Context: an optimization exercise on an open-source flow, tuned for small area, a short achievable clock period and few clock cycles per item. The choices shown serve that exercise and are no tape-out recipe. Function was checked by simulation only, so behaviour that the tests miss may differ from the original. Power is estimated from default activity; no workload was simulated.

## design/flow/design.v

```verilog
package fiem_pkg;
    localparam int FRAME_W  = 32;
    localparam int COUNT_W  = 17;
    localparam int MODE_W   = 2;
    localparam int IDX_W    = 16;
    localparam int DATA_W   = 32;
    localparam int ADDR_W   = 4;
    localparam int DIST_W   = FRAME_W + 1;
    localparam int DVD_W    = FRAME_W;
    typedef enum logic [MODE_W-1:0] {
        MODE_NONE     = 2'd0,
        MODE_REPEAT   = 2'd1,
        MODE_PINGPONG = 2'd2,
        MODE_HOLD     = 2'd3
    } mode_t;
    typedef enum logic [1:0] {
        REG_OFFSET = 2'd0,
        REG_COUNT  = 2'd1,
        REG_BEFORE = 2'd2,
        REG_AFTER  = 2'd3
    } reg_idx_t;
endpackage
module frame_index_extrapolation_mapper #(
    parameter int MAX_FRAMES = 65536
) (
    input  logic                                   aclk,
    input  logic                                   aresetn,
    input  logic                                   s_valid,
    output logic                                   s_ready,
    input  logic signed [fiem_pkg::FRAME_W-1:0]    s_frame_number,
    output logic                                   m_valid,
    input  logic                                   m_ready,
    output logic        [fiem_pkg::IDX_W-1:0]      m_stored_index,
    output logic                                   m_is_empty,
    input  logic                                   psel,
    input  logic                                   penable,
    input  logic                                   pwrite,
    input  logic        [fiem_pkg::ADDR_W-1:0]     paddr,
    input  logic        [fiem_pkg::DATA_W-1:0]     pwdata,
    output logic        [fiem_pkg::DATA_W-1:0]     prdata,
    output logic                                   pready
);
    logic [31:0] offset_reg;
    logic [16:0] count_reg;
    logic [1:0]  before_reg;
    logic [1:0]  after_reg;
    logic        cfg_write;
    logic [1:0]  reg_sel;
    logic [31:0] rd_mux;
    assign pready    = 1'b1;
    assign cfg_write = psel && penable && pwrite;
    assign reg_sel   = paddr[3:2];
    always_ff @(posedge aclk) begin
        if (!aresetn) begin
            offset_reg <= '0;
            count_reg  <= '0;
            before_reg <= '0;
            after_reg  <= '0;
        end else if (cfg_write) begin
            case (reg_sel)
                2'd0:    offset_reg <= pwdata;
                2'd1:    count_reg  <= pwdata[16:0];
                2'd2:    before_reg <= pwdata[1:0];
                default: after_reg  <= pwdata[1:0];
            endcase
        end
    end
    always_comb begin
        case (reg_sel)
            2'd0:    rd_mux = offset_reg;
            2'd1:    rd_mux = {15'd0, count_reg};
            2'd2:    rd_mux = {30'd0, before_reg};
            default: rd_mux = {30'd0, after_reg};
        endcase
    end
    logic [31:0] prdata_reg;
    always_ff @(posedge aclk) begin
        if (!aresetn) prdata_reg <= '0;
        else          prdata_reg <= rd_mux;
    end
    assign prdata = prdata_reg;
    logic [16:0] nd1;       
    logic        cnt0;
    logic        pp_b, pp_a, none_b, none_a, hold_b, hold_a;
    logic [16:0] cnt_c;
    logic        cnt1_c;
    assign cnt_c  = count_reg[16] ? 17'h10000 : count_reg;
    assign cnt1_c = (count_reg == 17'd1);
    always_ff @(posedge aclk) begin
        nd1    <= ~(cnt_c - 17'd1);
        cnt0   <= (count_reg == 17'd0);
        pp_b   <= (before_reg == 2'd2) && !cnt1_c;
        pp_a   <= (after_reg  == 2'd2) && !cnt1_c;
        none_b <= (before_reg == 2'd0);
        none_a <= (after_reg  == 2'd0);
        hold_b <= (before_reg == 2'd3);
        hold_a <= (after_reg  == 2'd3);
    end
    logic adv;
    logic skv;
    assign adv     = !skv;
    assign s_ready = adv;
    logic        v_in;
    logic [31:0] f_in;
    always_ff @(posedge aclk) begin
        if (!aresetn)  v_in <= 1'b0;
        else if (adv)  v_in <= s_valid;
        if (adv) f_in <= s_frame_number;
    end
    logic [32:0] d_s;
    logic        neg_s;
    logic [31:0] u_s;
    assign d_s   = {f_in[31], f_in} - {offset_reg[31], offset_reg};
    assign neg_s = d_s[32];
    assign u_s   = d_s[31:0] ^ {32{neg_s}};
    logic pp_0;
    assign pp_0 = neg_s ? pp_b : pp_a;
    logic [0:0] t1;
    assign t1 = u_s[31];
    logic [17:0] s1;
    logic [18:0] c1;
    assign c1 = {1'b0, 17'(t1), 1'b1} + {1'b0, nd1, pp_0};
    assign s1 = c1[18:1];
    logic [0:0] r1;
    assign r1 = s1[17] ? s1[0:0] : t1[0:0];
    logic v_0, neg_0, qnz_0;
    logic [0:0] rem_0;
    logic [30:0] dvd_0;
    always_ff @(posedge aclk) begin
        if (!aresetn)  v_0 <= 1'b0;
        else if (adv)  v_0 <= v_in;
        if (adv) begin
            neg_0 <= neg_s;
            qnz_0 <= s1[17];
            rem_0 <= r1;
            dvd_0 <= u_s[30:0];
        end
    end
    logic pp_1;
    assign pp_1 = neg_0 ? pp_b : pp_a;
    logic [1:0] t2;
    assign t2 = {rem_0, dvd_0[30]};
    logic [17:0] s2;
    logic [18:0] c2;
    assign c2 = {1'b0, 17'(t2), 1'b1} + {1'b0, nd1, pp_1};
    assign s2 = c2[18:1];
    logic [1:0] r2;
    assign r2 = s2[17] ? s2[1:0] : t2[1:0];
    logic v_1, neg_1, qnz_1;
    logic [1:0] rem_1;
    logic [29:0] dvd_1;
    always_ff @(posedge aclk) begin
        if (!aresetn)  v_1 <= 1'b0;
        else if (adv)  v_1 <= v_0;
        if (adv) begin
            neg_1 <= neg_0;
            qnz_1 <= (qnz_0 | s2[17]);
            rem_1 <= r2;
            dvd_1 <= dvd_0[29:0];
        end
    end
    logic pp_2;
    assign pp_2 = neg_1 ? pp_b : pp_a;
    logic [2:0] t3;
    assign t3 = {rem_1, dvd_1[29]};
    logic [17:0] s3;
    logic [18:0] c3;
    assign c3 = {1'b0, 17'(t3), 1'b1} + {1'b0, nd1, pp_2};
    assign s3 = c3[18:1];
    logic [2:0] r3;
    assign r3 = s3[17] ? s3[2:0] : t3[2:0];
    logic v_2, neg_2, qnz_2;
    logic [2:0] rem_2;
    logic [28:0] dvd_2;
    always_ff @(posedge aclk) begin
        if (!aresetn)  v_2 <= 1'b0;
        else if (adv)  v_2 <= v_1;
        if (adv) begin
            neg_2 <= neg_1;
            qnz_2 <= (qnz_1 | s3[17]);
            rem_2 <= r3;
            dvd_2 <= dvd_1[28:0];
        end
    end
    logic pp_3;
    assign pp_3 = neg_2 ? pp_b : pp_a;
    logic [3:0] t4;
    assign t4 = {rem_2, dvd_2[28]};
    logic [17:0] s4;
    logic [18:0] c4;
    assign c4 = {1'b0, 17'(t4), 1'b1} + {1'b0, nd1, pp_3};
    assign s4 = c4[18:1];
    logic [3:0] r4;
    assign r4 = s4[17] ? s4[3:0] : t4[3:0];
    logic v_3, neg_3, qnz_3;
    logic [3:0] rem_3;
    logic [27:0] dvd_3;
    always_ff @(posedge aclk) begin
        if (!aresetn)  v_3 <= 1'b0;
        else if (adv)  v_3 <= v_2;
        if (adv) begin
            neg_3 <= neg_2;
            qnz_3 <= (qnz_2 | s4[17]);
            rem_3 <= r4;
            dvd_3 <= dvd_2[27:0];
        end
    end
    logic pp_4;
    assign pp_4 = neg_3 ? pp_b : pp_a;
    logic [4:0] t5;
    assign t5 = {rem_3, dvd_3[27]};
    logic [17:0] s5;
    logic [18:0] c5;
    assign c5 = {1'b0, 17'(t5), 1'b1} + {1'b0, nd1, pp_4};
    assign s5 = c5[18:1];
    logic [4:0] r5;
    assign r5 = s5[17] ? s5[4:0] : t5[4:0];
    logic v_4, neg_4, qnz_4;
    logic [4:0] rem_4;
    logic [26:0] dvd_4;
    always_ff @(posedge aclk) begin
        if (!aresetn)  v_4 <= 1'b0;
        else if (adv)  v_4 <= v_3;
        if (adv) begin
            neg_4 <= neg_3;
            qnz_4 <= (qnz_3 | s5[17]);
            rem_4 <= r5;
            dvd_4 <= dvd_3[26:0];
        end
    end
    logic pp_5;
    assign pp_5 = neg_4 ? pp_b : pp_a;
    logic [5:0] t6;
    assign t6 = {rem_4, dvd_4[26]};
    logic [17:0] s6;
    logic [18:0] c6;
    assign c6 = {1'b0, 17'(t6), 1'b1} + {1'b0, nd1, pp_5};
    assign s6 = c6[18:1];
    logic [5:0] r6;
    assign r6 = s6[17] ? s6[5:0] : t6[5:0];
    logic v_5, neg_5, qnz_5;
    logic [5:0] rem_5;
    logic [25:0] dvd_5;
    always_ff @(posedge aclk) begin
        if (!aresetn)  v_5 <= 1'b0;
        else if (adv)  v_5 <= v_4;
        if (adv) begin
            neg_5 <= neg_4;
            qnz_5 <= (qnz_4 | s6[17]);
            rem_5 <= r6;
            dvd_5 <= dvd_4[25:0];
        end
    end
    logic pp_6;
    assign pp_6 = neg_5 ? pp_b : pp_a;
    logic [6:0] t7;
    assign t7 = {rem_5, dvd_5[25]};
    logic [17:0] s7;
    logic [18:0] c7;
    assign c7 = {1'b0, 17'(t7), 1'b1} + {1'b0, nd1, pp_6};
    assign s7 = c7[18:1];
    logic [6:0] r7;
    assign r7 = s7[17] ? s7[6:0] : t7[6:0];
    logic v_6, neg_6, qnz_6;
    logic [6:0] rem_6;
    logic [24:0] dvd_6;
    always_ff @(posedge aclk) begin
        if (!aresetn)  v_6 <= 1'b0;
        else if (adv)  v_6 <= v_5;
        if (adv) begin
            neg_6 <= neg_5;
            qnz_6 <= (qnz_5 | s7[17]);
            rem_6 <= r7;
            dvd_6 <= dvd_5[24:0];
        end
    end
    logic pp_7;
    assign pp_7 = neg_6 ? pp_b : pp_a;
    logic [7:0] t8;
    assign t8 = {rem_6, dvd_6[24]};
    logic [17:0] s8;
    logic [18:0] c8;
    assign c8 = {1'b0, 17'(t8), 1'b1} + {1'b0, nd1, pp_7};
    assign s8 = c8[18:1];
    logic [7:0] r8;
    assign r8 = s8[17] ? s8[7:0] : t8[7:0];
    logic v_7, neg_7, qnz_7;
    logic [7:0] rem_7;
    logic [23:0] dvd_7;
    always_ff @(posedge aclk) begin
        if (!aresetn)  v_7 <= 1'b0;
        else if (adv)  v_7 <= v_6;
        if (adv) begin
            neg_7 <= neg_6;
            qnz_7 <= (qnz_6 | s8[17]);
            rem_7 <= r8;
            dvd_7 <= dvd_6[23:0];
        end
    end
    logic pp_8;
    assign pp_8 = neg_7 ? pp_b : pp_a;
    logic [8:0] t9;
    assign t9 = {rem_7, dvd_7[23]};
    logic [17:0] s9;
    logic [18:0] c9;
    assign c9 = {1'b0, 17'(t9), 1'b1} + {1'b0, nd1, pp_8};
    assign s9 = c9[18:1];
    logic [8:0] r9;
    assign r9 = s9[17] ? s9[8:0] : t9[8:0];
    logic v_8, neg_8, qnz_8;
    logic [8:0] rem_8;
    logic [22:0] dvd_8;
    always_ff @(posedge aclk) begin
        if (!aresetn)  v_8 <= 1'b0;
        else if (adv)  v_8 <= v_7;
        if (adv) begin
            neg_8 <= neg_7;
            qnz_8 <= (qnz_7 | s9[17]);
            rem_8 <= r9;
            dvd_8 <= dvd_7[22:0];
        end
    end
    logic pp_9;
    assign pp_9 = neg_8 ? pp_b : pp_a;
    logic [9:0] t10;
    assign t10 = {rem_8, dvd_8[22]};
    logic [17:0] s10;
    logic [18:0] c10;
    assign c10 = {1'b0, 17'(t10), 1'b1} + {1'b0, nd1, pp_9};
    assign s10 = c10[18:1];
    logic [9:0] r10;
    assign r10 = s10[17] ? s10[9:0] : t10[9:0];
    logic v_9, neg_9, qnz_9;
    logic [9:0] rem_9;
    logic [21:0] dvd_9;
    always_ff @(posedge aclk) begin
        if (!aresetn)  v_9 <= 1'b0;
        else if (adv)  v_9 <= v_8;
        if (adv) begin
            neg_9 <= neg_8;
            qnz_9 <= (qnz_8 | s10[17]);
            rem_9 <= r10;
            dvd_9 <= dvd_8[21:0];
        end
    end
    logic pp_10;
    assign pp_10 = neg_9 ? pp_b : pp_a;
    logic [10:0] t11;
    assign t11 = {rem_9, dvd_9[21]};
    logic [17:0] s11;
    logic [18:0] c11;
    assign c11 = {1'b0, 17'(t11), 1'b1} + {1'b0, nd1, pp_10};
    assign s11 = c11[18:1];
    logic [10:0] r11;
    assign r11 = s11[17] ? s11[10:0] : t11[10:0];
    logic v_10, neg_10, qnz_10;
    logic [10:0] rem_10;
    logic [20:0] dvd_10;
    always_ff @(posedge aclk) begin
        if (!aresetn)  v_10 <= 1'b0;
        else if (adv)  v_10 <= v_9;
        if (adv) begin
            neg_10 <= neg_9;
            qnz_10 <= (qnz_9 | s11[17]);
            rem_10 <= r11;
            dvd_10 <= dvd_9[20:0];
        end
    end
    logic pp_11;
    assign pp_11 = neg_10 ? pp_b : pp_a;
    logic [11:0] t12;
    assign t12 = {rem_10, dvd_10[20]};
    logic [17:0] s12;
    logic [18:0] c12;
    assign c12 = {1'b0, 17'(t12), 1'b1} + {1'b0, nd1, pp_11};
    assign s12 = c12[18:1];
    logic [11:0] r12;
    assign r12 = s12[17] ? s12[11:0] : t12[11:0];
    logic v_11, neg_11, qnz_11;
    logic [11:0] rem_11;
    logic [19:0] dvd_11;
    always_ff @(posedge aclk) begin
        if (!aresetn)  v_11 <= 1'b0;
        else if (adv)  v_11 <= v_10;
        if (adv) begin
            neg_11 <= neg_10;
            qnz_11 <= (qnz_10 | s12[17]);
            rem_11 <= r12;
            dvd_11 <= dvd_10[19:0];
        end
    end
    logic pp_12;
    assign pp_12 = neg_11 ? pp_b : pp_a;
    logic [12:0] t13;
    assign t13 = {rem_11, dvd_11[19]};
    logic [17:0] s13;
    logic [18:0] c13;
    assign c13 = {1'b0, 17'(t13), 1'b1} + {1'b0, nd1, pp_12};
    assign s13 = c13[18:1];
    logic [12:0] r13;
    assign r13 = s13[17] ? s13[12:0] : t13[12:0];
    logic v_12, neg_12, qnz_12;
    logic [12:0] rem_12;
    logic [18:0] dvd_12;
    always_ff @(posedge aclk) begin
        if (!aresetn)  v_12 <= 1'b0;
        else if (adv)  v_12 <= v_11;
        if (adv) begin
            neg_12 <= neg_11;
            qnz_12 <= (qnz_11 | s13[17]);
            rem_12 <= r13;
            dvd_12 <= dvd_11[18:0];
        end
    end
    logic pp_13;
    assign pp_13 = neg_12 ? pp_b : pp_a;
    logic [13:0] t14;
    assign t14 = {rem_12, dvd_12[18]};
    logic [17:0] s14;
    logic [18:0] c14;
    assign c14 = {1'b0, 17'(t14), 1'b1} + {1'b0, nd1, pp_13};
    assign s14 = c14[18:1];
    logic [13:0] r14;
    assign r14 = s14[17] ? s14[13:0] : t14[13:0];
    logic v_13, neg_13, qnz_13;
    logic [13:0] rem_13;
    logic [17:0] dvd_13;
    always_ff @(posedge aclk) begin
        if (!aresetn)  v_13 <= 1'b0;
        else if (adv)  v_13 <= v_12;
        if (adv) begin
            neg_13 <= neg_12;
            qnz_13 <= (qnz_12 | s14[17]);
            rem_13 <= r14;
            dvd_13 <= dvd_12[17:0];
        end
    end
    logic pp_14;
    assign pp_14 = neg_13 ? pp_b : pp_a;
    logic [14:0] t15;
    assign t15 = {rem_13, dvd_13[17]};
    logic [17:0] s15;
    logic [18:0] c15;
    assign c15 = {1'b0, 17'(t15), 1'b1} + {1'b0, nd1, pp_14};
    assign s15 = c15[18:1];
    logic [14:0] r15;
    assign r15 = s15[17] ? s15[14:0] : t15[14:0];
    logic v_14, neg_14, qnz_14;
    logic [14:0] rem_14;
    logic [16:0] dvd_14;
    always_ff @(posedge aclk) begin
        if (!aresetn)  v_14 <= 1'b0;
        else if (adv)  v_14 <= v_13;
        if (adv) begin
            neg_14 <= neg_13;
            qnz_14 <= (qnz_13 | s15[17]);
            rem_14 <= r15;
            dvd_14 <= dvd_13[16:0];
        end
    end
    logic pp_15;
    assign pp_15 = neg_14 ? pp_b : pp_a;
    logic [15:0] t16;
    assign t16 = {rem_14, dvd_14[16]};
    logic [17:0] s16;
    logic [18:0] c16;
    assign c16 = {1'b0, 17'(t16), 1'b1} + {1'b0, nd1, pp_15};
    assign s16 = c16[18:1];
    logic [15:0] r16;
    assign r16 = s16[17] ? s16[15:0] : t16[15:0];
    logic v_15, neg_15, qnz_15;
    logic [15:0] rem_15;
    logic [15:0] dvd_15;
    always_ff @(posedge aclk) begin
        if (!aresetn)  v_15 <= 1'b0;
        else if (adv)  v_15 <= v_14;
        if (adv) begin
            neg_15 <= neg_14;
            qnz_15 <= (qnz_14 | s16[17]);
            rem_15 <= r16;
            dvd_15 <= dvd_14[15:0];
        end
    end
    logic pp_16;
    assign pp_16 = neg_15 ? pp_b : pp_a;
    logic [16:0] t17;
    assign t17 = {rem_15, dvd_15[15]};
    logic [17:0] s17;
    logic [18:0] c17;
    assign c17 = {1'b0, 17'(t17), 1'b1} + {1'b0, nd1, pp_16};
    assign s17 = c17[18:1];
    logic [15:0] r17;
    assign r17 = s17[17] ? s17[15:0] : t17[15:0];
    logic v_16, neg_16, qnz_16;
    logic [15:0] rem_16;
    logic [14:0] dvd_16;
    always_ff @(posedge aclk) begin
        if (!aresetn)  v_16 <= 1'b0;
        else if (adv)  v_16 <= v_15;
        if (adv) begin
            neg_16 <= neg_15;
            qnz_16 <= (qnz_15 | s17[17]);
            rem_16 <= r17;
            dvd_16 <= dvd_15[14:0];
        end
    end
    logic pp_17;
    assign pp_17 = neg_16 ? pp_b : pp_a;
    logic [16:0] t18;
    assign t18 = {rem_16, dvd_16[14]};
    logic [17:0] s18;
    logic [18:0] c18;
    assign c18 = {1'b0, 17'(t18), 1'b1} + {1'b0, nd1, pp_17};
    assign s18 = c18[18:1];
    logic [15:0] r18;
    assign r18 = s18[17] ? s18[15:0] : t18[15:0];
    logic v_17, neg_17, qnz_17;
    logic [15:0] rem_17;
    logic [13:0] dvd_17;
    always_ff @(posedge aclk) begin
        if (!aresetn)  v_17 <= 1'b0;
        else if (adv)  v_17 <= v_16;
        if (adv) begin
            neg_17 <= neg_16;
            qnz_17 <= (qnz_16 | s18[17]);
            rem_17 <= r18;
            dvd_17 <= dvd_16[13:0];
        end
    end
    logic pp_18;
    assign pp_18 = neg_17 ? pp_b : pp_a;
    logic [16:0] t19;
    assign t19 = {rem_17, dvd_17[13]};
    logic [17:0] s19;
    logic [18:0] c19;
    assign c19 = {1'b0, 17'(t19), 1'b1} + {1'b0, nd1, pp_18};
    assign s19 = c19[18:1];
    logic [15:0] r19;
    assign r19 = s19[17] ? s19[15:0] : t19[15:0];
    logic v_18, neg_18, qnz_18;
    logic [15:0] rem_18;
    logic [12:0] dvd_18;
    always_ff @(posedge aclk) begin
        if (!aresetn)  v_18 <= 1'b0;
        else if (adv)  v_18 <= v_17;
        if (adv) begin
            neg_18 <= neg_17;
            qnz_18 <= (qnz_17 | s19[17]);
            rem_18 <= r19;
            dvd_18 <= dvd_17[12:0];
        end
    end
    logic pp_19;
    assign pp_19 = neg_18 ? pp_b : pp_a;
    logic [16:0] t20;
    assign t20 = {rem_18, dvd_18[12]};
    logic [17:0] s20;
    logic [18:0] c20;
    assign c20 = {1'b0, 17'(t20), 1'b1} + {1'b0, nd1, pp_19};
    assign s20 = c20[18:1];
    logic [15:0] r20;
    assign r20 = s20[17] ? s20[15:0] : t20[15:0];
    logic v_19, neg_19, qnz_19;
    logic [15:0] rem_19;
    logic [11:0] dvd_19;
    always_ff @(posedge aclk) begin
        if (!aresetn)  v_19 <= 1'b0;
        else if (adv)  v_19 <= v_18;
        if (adv) begin
            neg_19 <= neg_18;
            qnz_19 <= (qnz_18 | s20[17]);
            rem_19 <= r20;
            dvd_19 <= dvd_18[11:0];
        end
    end
    logic pp_20;
    assign pp_20 = neg_19 ? pp_b : pp_a;
    logic [16:0] t21;
    assign t21 = {rem_19, dvd_19[11]};
    logic [17:0] s21;
    logic [18:0] c21;
    assign c21 = {1'b0, 17'(t21), 1'b1} + {1'b0, nd1, pp_20};
    assign s21 = c21[18:1];
    logic [15:0] r21;
    assign r21 = s21[17] ? s21[15:0] : t21[15:0];
    logic v_20, neg_20, qnz_20;
    logic [15:0] rem_20;
    logic [10:0] dvd_20;
    always_ff @(posedge aclk) begin
        if (!aresetn)  v_20 <= 1'b0;
        else if (adv)  v_20 <= v_19;
        if (adv) begin
            neg_20 <= neg_19;
            qnz_20 <= (qnz_19 | s21[17]);
            rem_20 <= r21;
            dvd_20 <= dvd_19[10:0];
        end
    end
    logic pp_21;
    assign pp_21 = neg_20 ? pp_b : pp_a;
    logic [16:0] t22;
    assign t22 = {rem_20, dvd_20[10]};
    logic [17:0] s22;
    logic [18:0] c22;
    assign c22 = {1'b0, 17'(t22), 1'b1} + {1'b0, nd1, pp_21};
    assign s22 = c22[18:1];
    logic [15:0] r22;
    assign r22 = s22[17] ? s22[15:0] : t22[15:0];
    logic v_21, neg_21, qnz_21;
    logic [15:0] rem_21;
    logic [9:0] dvd_21;
    always_ff @(posedge aclk) begin
        if (!aresetn)  v_21 <= 1'b0;
        else if (adv)  v_21 <= v_20;
        if (adv) begin
            neg_21 <= neg_20;
            qnz_21 <= (qnz_20 | s22[17]);
            rem_21 <= r22;
            dvd_21 <= dvd_20[9:0];
        end
    end
    logic pp_22;
    assign pp_22 = neg_21 ? pp_b : pp_a;
    logic [16:0] t23;
    assign t23 = {rem_21, dvd_21[9]};
    logic [17:0] s23;
    logic [18:0] c23;
    assign c23 = {1'b0, 17'(t23), 1'b1} + {1'b0, nd1, pp_22};
    assign s23 = c23[18:1];
    logic [15:0] r23;
    assign r23 = s23[17] ? s23[15:0] : t23[15:0];
    logic v_22, neg_22, qnz_22;
    logic [15:0] rem_22;
    logic [8:0] dvd_22;
    always_ff @(posedge aclk) begin
        if (!aresetn)  v_22 <= 1'b0;
        else if (adv)  v_22 <= v_21;
        if (adv) begin
            neg_22 <= neg_21;
            qnz_22 <= (qnz_21 | s23[17]);
            rem_22 <= r23;
            dvd_22 <= dvd_21[8:0];
        end
    end
    logic pp_23;
    assign pp_23 = neg_22 ? pp_b : pp_a;
    logic [16:0] t24;
    assign t24 = {rem_22, dvd_22[8]};
    logic [17:0] s24;
    logic [18:0] c24;
    assign c24 = {1'b0, 17'(t24), 1'b1} + {1'b0, nd1, pp_23};
    assign s24 = c24[18:1];
    logic [15:0] r24;
    assign r24 = s24[17] ? s24[15:0] : t24[15:0];
    logic v_23, neg_23, qnz_23;
    logic [15:0] rem_23;
    logic [7:0] dvd_23;
    always_ff @(posedge aclk) begin
        if (!aresetn)  v_23 <= 1'b0;
        else if (adv)  v_23 <= v_22;
        if (adv) begin
            neg_23 <= neg_22;
            qnz_23 <= (qnz_22 | s24[17]);
            rem_23 <= r24;
            dvd_23 <= dvd_22[7:0];
        end
    end
    logic pp_24;
    assign pp_24 = neg_23 ? pp_b : pp_a;
    logic [16:0] t25;
    assign t25 = {rem_23, dvd_23[7]};
    logic [17:0] s25;
    logic [18:0] c25;
    assign c25 = {1'b0, 17'(t25), 1'b1} + {1'b0, nd1, pp_24};
    assign s25 = c25[18:1];
    logic [15:0] r25;
    assign r25 = s25[17] ? s25[15:0] : t25[15:0];
    logic v_24, neg_24, qnz_24;
    logic [15:0] rem_24;
    logic [6:0] dvd_24;
    always_ff @(posedge aclk) begin
        if (!aresetn)  v_24 <= 1'b0;
        else if (adv)  v_24 <= v_23;
        if (adv) begin
            neg_24 <= neg_23;
            qnz_24 <= (qnz_23 | s25[17]);
            rem_24 <= r25;
            dvd_24 <= dvd_23[6:0];
        end
    end
    logic pp_25;
    assign pp_25 = neg_24 ? pp_b : pp_a;
    logic [16:0] t26;
    assign t26 = {rem_24, dvd_24[6]};
    logic [17:0] s26;
    logic [18:0] c26;
    assign c26 = {1'b0, 17'(t26), 1'b1} + {1'b0, nd1, pp_25};
    assign s26 = c26[18:1];
    logic [15:0] r26;
    assign r26 = s26[17] ? s26[15:0] : t26[15:0];
    logic v_25, neg_25, qnz_25;
    logic [15:0] rem_25;
    logic [5:0] dvd_25;
    always_ff @(posedge aclk) begin
        if (!aresetn)  v_25 <= 1'b0;
        else if (adv)  v_25 <= v_24;
        if (adv) begin
            neg_25 <= neg_24;
            qnz_25 <= (qnz_24 | s26[17]);
            rem_25 <= r26;
            dvd_25 <= dvd_24[5:0];
        end
    end
    logic pp_26;
    assign pp_26 = neg_25 ? pp_b : pp_a;
    logic [16:0] t27;
    assign t27 = {rem_25, dvd_25[5]};
    logic [17:0] s27;
    logic [18:0] c27;
    assign c27 = {1'b0, 17'(t27), 1'b1} + {1'b0, nd1, pp_26};
    assign s27 = c27[18:1];
    logic [15:0] r27;
    assign r27 = s27[17] ? s27[15:0] : t27[15:0];
    logic v_26, neg_26, qnz_26;
    logic [15:0] rem_26;
    logic [4:0] dvd_26;
    always_ff @(posedge aclk) begin
        if (!aresetn)  v_26 <= 1'b0;
        else if (adv)  v_26 <= v_25;
        if (adv) begin
            neg_26 <= neg_25;
            qnz_26 <= (qnz_25 | s27[17]);
            rem_26 <= r27;
            dvd_26 <= dvd_25[4:0];
        end
    end
    logic pp_27;
    assign pp_27 = neg_26 ? pp_b : pp_a;
    logic [16:0] t28;
    assign t28 = {rem_26, dvd_26[4]};
    logic [17:0] s28;
    logic [18:0] c28;
    assign c28 = {1'b0, 17'(t28), 1'b1} + {1'b0, nd1, pp_27};
    assign s28 = c28[18:1];
    logic [15:0] r28;
    assign r28 = s28[17] ? s28[15:0] : t28[15:0];
    logic v_27, neg_27, qnz_27;
    logic [15:0] rem_27;
    logic [3:0] dvd_27;
    always_ff @(posedge aclk) begin
        if (!aresetn)  v_27 <= 1'b0;
        else if (adv)  v_27 <= v_26;
        if (adv) begin
            neg_27 <= neg_26;
            qnz_27 <= (qnz_26 | s28[17]);
            rem_27 <= r28;
            dvd_27 <= dvd_26[3:0];
        end
    end
    logic pp_28;
    assign pp_28 = neg_27 ? pp_b : pp_a;
    logic [16:0] t29;
    assign t29 = {rem_27, dvd_27[3]};
    logic [17:0] s29;
    logic [18:0] c29;
    assign c29 = {1'b0, 17'(t29), 1'b1} + {1'b0, nd1, pp_28};
    assign s29 = c29[18:1];
    logic [15:0] r29;
    assign r29 = s29[17] ? s29[15:0] : t29[15:0];
    logic v_28, neg_28, qnz_28;
    logic [15:0] rem_28;
    logic [2:0] dvd_28;
    always_ff @(posedge aclk) begin
        if (!aresetn)  v_28 <= 1'b0;
        else if (adv)  v_28 <= v_27;
        if (adv) begin
            neg_28 <= neg_27;
            qnz_28 <= (qnz_27 | s29[17]);
            rem_28 <= r29;
            dvd_28 <= dvd_27[2:0];
        end
    end
    logic pp_29;
    assign pp_29 = neg_28 ? pp_b : pp_a;
    logic [16:0] t30;
    assign t30 = {rem_28, dvd_28[2]};
    logic [17:0] s30;
    logic [18:0] c30;
    assign c30 = {1'b0, 17'(t30), 1'b1} + {1'b0, nd1, pp_29};
    assign s30 = c30[18:1];
    logic [15:0] r30;
    assign r30 = s30[17] ? s30[15:0] : t30[15:0];
    logic v_29, neg_29, qnz_29;
    logic [15:0] rem_29;
    logic [1:0] dvd_29;
    always_ff @(posedge aclk) begin
        if (!aresetn)  v_29 <= 1'b0;
        else if (adv)  v_29 <= v_28;
        if (adv) begin
            neg_29 <= neg_28;
            qnz_29 <= (qnz_28 | s30[17]);
            rem_29 <= r30;
            dvd_29 <= dvd_28[1:0];
        end
    end
    logic pp_30;
    assign pp_30 = neg_29 ? pp_b : pp_a;
    logic [16:0] t31;
    assign t31 = {rem_29, dvd_29[1]};
    logic [17:0] s31;
    logic [18:0] c31;
    assign c31 = {1'b0, 17'(t31), 1'b1} + {1'b0, nd1, pp_30};
    assign s31 = c31[18:1];
    logic [15:0] r31;
    assign r31 = s31[17] ? s31[15:0] : t31[15:0];
    logic v_30, neg_30, qnz_30;
    logic [15:0] rem_30;
    logic [0:0] dvd_30;
    always_ff @(posedge aclk) begin
        if (!aresetn)  v_30 <= 1'b0;
        else if (adv)  v_30 <= v_29;
        if (adv) begin
            neg_30 <= neg_29;
            qnz_30 <= (qnz_29 | s31[17]);
            rem_30 <= r31;
            dvd_30 <= dvd_29[0:0];
        end
    end
    logic pp_31;
    assign pp_31 = neg_30 ? pp_b : pp_a;
    logic [16:0] t32;
    assign t32 = {rem_30, dvd_30[0]};
    logic [17:0] s32;
    logic [18:0] c32;
    assign c32 = {1'b0, 17'(t32), 1'b1} + {1'b0, nd1, pp_31};
    assign s32 = c32[18:1];
    logic [15:0] r32;
    assign r32 = s32[17] ? s32[15:0] : t32[15:0];
    logic v_31, neg_31, qnz_31;
    logic [15:0] rem_31;
    logic qodd_31;
    always_ff @(posedge aclk) begin
        if (!aresetn)  v_31 <= 1'b0;
        else if (adv)  v_31 <= v_30;
        if (adv) begin
            neg_31 <= neg_30;
            qnz_31 <= (qnz_30 | s32[17]);
            rem_31 <= r32;
            qodd_31 <= s32[17];
        end
    end
    logic        z_neg, z_qnz, z_qodd, z_v;
    logic [15:0] z_g;
    assign z_v    = v_31;
    assign z_neg  = neg_31;
    assign z_qnz  = qnz_31;
    assign z_qodd = qodd_31;
    assign z_g    = rem_31;
    logic        z_pp, z_none, z_hold;
    logic        z_flip, z_cin;
    logic [15:0] z_cm1;
    logic [15:0] z_sum;
    logic [15:0] z_idx;
    logic        z_empty;
    assign z_pp    = z_neg ? pp_b   : pp_a;
    assign z_none  = z_neg ? none_b : none_a;
    assign z_hold  = z_neg ? hold_b : hold_a;
    assign z_cm1   = ~nd1[15:0];
    assign z_flip  = z_pp ? z_qodd : z_neg;
    assign z_cin   = z_pp ? (z_qodd ^ z_neg) : z_neg;
    assign z_sum   = (z_flip ? z_cm1 : 16'd0) + (z_g ^ {16{z_flip}}) + 16'(z_cin);
    assign z_empty = cnt0 || (z_none && (z_neg || z_qnz));
    always_comb begin
        if (z_empty || (z_hold && z_neg)) z_idx = 16'd0;
        else if (z_hold && z_qnz)          z_idx = z_cm1;
        else                               z_idx = z_sum;
    end
    logic        mv;
    logic [16:0] m_data;
    logic [16:0] sk_data;
    logic        out_free;
    logic        pv;
    assign out_free = !mv || m_ready;
    assign pv       = z_v && adv;
    always_ff @(posedge aclk) begin
        if (!aresetn) begin
            mv  <= 1'b0;
            skv <= 1'b0;
        end else if (out_free) begin
            mv  <= skv || pv;
            skv <= 1'b0;
        end else begin
            skv <= skv || pv;
        end
        if (out_free) m_data <= skv ? sk_data : {z_idx, z_empty};
        if (!skv) sk_data <= {z_idx, z_empty};
    end
    assign m_valid        = mv;
    assign m_stored_index = m_data[16:1];
    assign m_is_empty     = m_data[0];
endmodule
```

## design/flow/run.sh

```bash
#!/bin/bash
# synth_recipe.tcl (not shown) runs the flow's synth.tcl, then flattens the netlist and writes it again
# the make line also repeats each setting of config.mk as NAME=value (left out here)
make -C /OpenROAD-flow-scripts/flow DESIGN_CONFIG=/design/flow/config.mk WORK_HOME=/design/flow/orfs CLKGATE_MAP_FILE= SYNTH_SCRIPT=/design/flow/synth_recipe.tcl finish
```

## design/flow/config.mk

```make
export PLATFORM = sky130hd
export DESIGN_NAME = frame_index_extrapolation_mapper
export DESIGN_NICKNAME = frame_index_extrapolation_mapper
export VERILOG_FILES = /design/flow/design.v
export SDC_FILE = /design/flow/constraint.sdc
export NUM_CORES = 4
export LEC_CHECK = 0
export CAP_MARGIN = 20
export CORE_MARGIN = 2
export CORE_UTILIZATION = 40
export SETUP_SLACK_MARGIN = 2.5
export SLEW_MARGIN = 20
```

## design/flow/constraint.sdc

```tcl
create_clock -name core_clock -period 5.5 [get_ports {aclk}]
set_input_delay 1.1000 -clock core_clock [delete_from_list [all_inputs] [get_ports {aclk}]]
set_output_delay 1.1000 -clock core_clock [all_outputs]
set_load 0.01 [all_outputs]
```

==> metrics.yaml <==
grt:
  grt_start_max_net_pins: 158
  grt_pass1_wl_um: 215000
  grt_pass1_vias: 39500
  antenna_found_initial: 0
  overflow: 0
  track_usage_pct: 17.3
yosys:
  synth.net_count: 5441
  yosysWarningCount: 1
  netlist_area_um2: 60800
  synthFlopType: "edfxtp_1"
  seq_area_frac_synth_pct: 54.8
  synthArstFlopShare_pct: 0
  synth_edf_count: 1002
  synthDistinctLibCells: 84
  ys_seq_elements: 1163
  syn_avg_cell_area_um2: 12.5
  syn_inst: 4878
timing:
  timing.final.ws_setup_ps: 1820
  finalSetupTns_ps: 0
  skew_ps: 69.3
  slew-limit-headroom_pct: 22.4
  finalSetupViolCount: 0
  finalCritPeriodShare_pct: 66.8
  fmax_mhz: 272
  worst_pin_slew_ps: 1150
  final_max_slew_viol_count: 0
  min_period_ps: 3680
  hold_viol_final: 0
  rsz0062_at_grt: "yes"
setup_path:
  worstSetupStartpointType: "register"
  regToRegStartpoint: "f_in[0]"
  cp_slowest_stage_delay_ps: 500
  path_cells: "inv_1 -> ha_2 -> inv_2 -> fa_2 -> a211oi_4 -> o211a_1 -> or4_4 -> a21o_1 -> o211a_1 -> nor2_4 -> a31oi_4 -> nand2b_4 -> mux2i_1 -> fa_2 -> nor3b_2 -> mux2i_1"
  cp_max_fo: 3
  path_buf_inv: 2
  crit_slowest_cell: "or4_4"
  critPathTopFamily: "simple AND/OR/NAND/NOR gates"
  required_ps: 6120
  crit_arrival_ps: 4300
  worstSetupEndpointType: "register"
  worstSetupPathDepth: 16
  rr_worst_depth: 16
  r2r_slack_ps: 1820
  worstReg2RegEnd: "rem_0"
  criticalPathCategory: "register to register"
outcome:
  outcome: "finished clean"
route:
  vias_per_cell: 5.25
  drc: 0
  wl_per_cell_um: 18.5
  drt_iter0_drc: 2171
  antenna_left: 0
  finalWirelength_um: 141000
  drt_first_pass_iters: 5
  vias: 40000
clocking:
  cts_root_buf: "clkbuf_16"
  clock_sinks: 1163
  cts-htree-levels: 4
  clock_path_buffers: 3
  clock_latency_ps: 790
  cts_buffers: 130
  cts_tree: "built"
  ctsHoldBuffers: 0
  clk_pin_slew_ps: 60
place:
  pre_cts_ws_ps: 995
  place.gp.congestion: 0.838
  dpl.hpwl_um: 84000
  portBuffers: 123
  placedCellCount: 7005
layout:
  layout_common_cells: "edfxtp_1, ha_1, nor2_1"
  area_growth_pct: 26.0
  postLayoutCoreUtil_pct: 50.6
  fill_cells: 12900
  nets: 6058
  stdcell_count: 7625
  drive_gt1_share_pct: 23.8
  final_common_cell: "edfxtp_1"
  diodes: 0
pwr:
  power.switching_w: 0.0111
  p_leak_nw: 30.8
  peakVddDrop_uv: 237
  pwr-share-seq_pct: 39.4
  p_comb_share_pct: 36.1
  p_sw_share_pct: 31.2
  p_clk_share_pct: 24.5
  internal_power_w: 0.0244
  power_density_nw_per_um2: 463
die:
  fp.dieH_um: 394
  fp.dieW_um: 394
  dieArea_um2: 155000
  placementRows: 143
  io_pins: 127
  core_um2: 152000
  start_util_pct: 40.1
worst_hold_path:
  min_path_type: "register to register"
  min_to: "dvd_25[1]"
  min_path_cells: 0
  holdCritStartpoint: "dvd_24[1]"
job:
  max_cap_viol_count: 0
-- final cells by class --
type / instances / area, um2 / share of cell area, %
inverter: 154 / 594 / 0.775
clock inverter: 58 / 820 / 1.07
tap: 2030 / 2540 / 3.31
sequential: 1163 / 33400 / 43.5
multi-input combinational: 3477 / 29800 / 38.9
clock buffer: 174 / 3520 / 4.59
timing repair buffer: 569 / 5980 / 7.81
-- power groups by stage --
stage	Combinational [W]	Sequential, W	Clock (W)
final	0.0128	0.0140	0.00868
after floorplan	0.00769	0.0135	0
after global placement	0.00922	0.0140	0
after detailed placement	0.00938	0.0140	0
after global routing	0.0140	0.0142	0.00927
after CTS	0.0112	0.0139	0.00892
-- layer usage --
metal / vias up / GRT usage, % / routed length (um)
met3: 242 / 2.79 / 5650
met2: 738 / 28.7 / 66300
met5: - / 0 / 0
li1: 19500 / - / -
met1: 19500 / 23.2 / 64400
met4: 0 / 5.88 / 4490
-- worst register-to-register path, cell delays in order (launching register included) --
cell and delay, ps:
edfxtp_1 320, inv_1 40, ha_2 170, inv_2 60, fa_2 230, a211oi_4 70
o211a_1 250, or4_4 500, a21o_1 200, o211a_1 260, nor2_4 150, a31oi_4 120
nand2b_4 170, mux2i_1 150, fa_2 350, nor3b_2 230, mux2i_1 210
-- Yosys cell counts (all sizes together), types with 115 or more instances --
| cell type | n | area (um2) |
|---|---|---|
| a21oi | 285 | 1470 |
| dfxtp | 161 | 3220 |
| edfxtp | 1002 | 30100 |
| ha | 453 | 5670 |
| inv | 153 | 574 |
| mux2 | 308 | 3470 |
| mux2i | 115 | 1150 |
| nand2 | 279 | 1050 |
| nor2 | 291 | 1100 |
| o21ai | 276 | 1390 |
| xnor2 | 270 | 2360 |
| xor2 | 115 | 1010 |
-- cells by family after synthesis --
kind of cell,Yosys count,share of synthesized area [%]
xor gates and xnor gates,385,5.54
AOI/OAI and AO/OA,1072,11.2
DFF,1163,54.8
other,1,0.00616
and+or+nand+nor,1095,8.71
adders and majority gates,488,10.5
muxes,425,7.67
buffers and inverters,249,1.64
-- worst max path at each step --
stage                  from          to  slack, ps
floorplan               skv    dvd_0[0]     -10400
global placement       pp_a  m_data[16]       1050
detailed placement     pp_a  m_data[16]       1000
CTS                 f_in[0]       rem_0       1890
global route        f_in[0]       rem_0       1740
finish              f_in[0]       rem_0       1820
-- through the flow --
step	area, um2	hold slack (ps)	total power, W
after floorplan	60900	400	0.0212
after global placement	64800	400	0.0232
after detailed placement	64800	405	0.0234
after CTS	73700	364	0.0340
after global routing	76600	394	0.0374
final	76600	378	0.0354
-- repair_timing --
action | in CTS | in global routing
pin swaps | 153 | 179
endpoints found under the setup margin | 484 | 465
gates cloned | 19 | 7
setup buffers | 234 | 128
resized for setup | 576 | 401
Testbench counts, summed over its fixed seeds: cycles 14,152, items 12,000.

re-timing with driven ports:
Ports are ideal in the flow. The routed layout listed here was re-timed in OpenROAD. Step 1 (the two cells are an assumption about what drives the block):
set clk [get_ports {aclk}]
set_driving_cell -lib_cell sky130_fd_sc_hd__clkbuf_16 $clk
set_driving_cell -lib_cell sky130_fd_sc_hd__buf_2 [delete_from_list [all_inputs] $clk]
Step 2 times the ports against the registers' clock, not the clock port: input delays grow and output delays shrink by t, the midpoint of the rising clock arrivals with the driver on. a / b / c = no drivers / after step 1 / after step 2; a / b = the first two.
shift t [ns]: 0.837
setup WS [ns]: 1.824 / 1.824 / 1.824
latest minus earliest clock arrival (ns): 0.075 / 0.074
After both steps this run still meets setup and hold. The setup slack of this run moves by 0.000 ns with the drivers and by 0.000 ns with both steps.
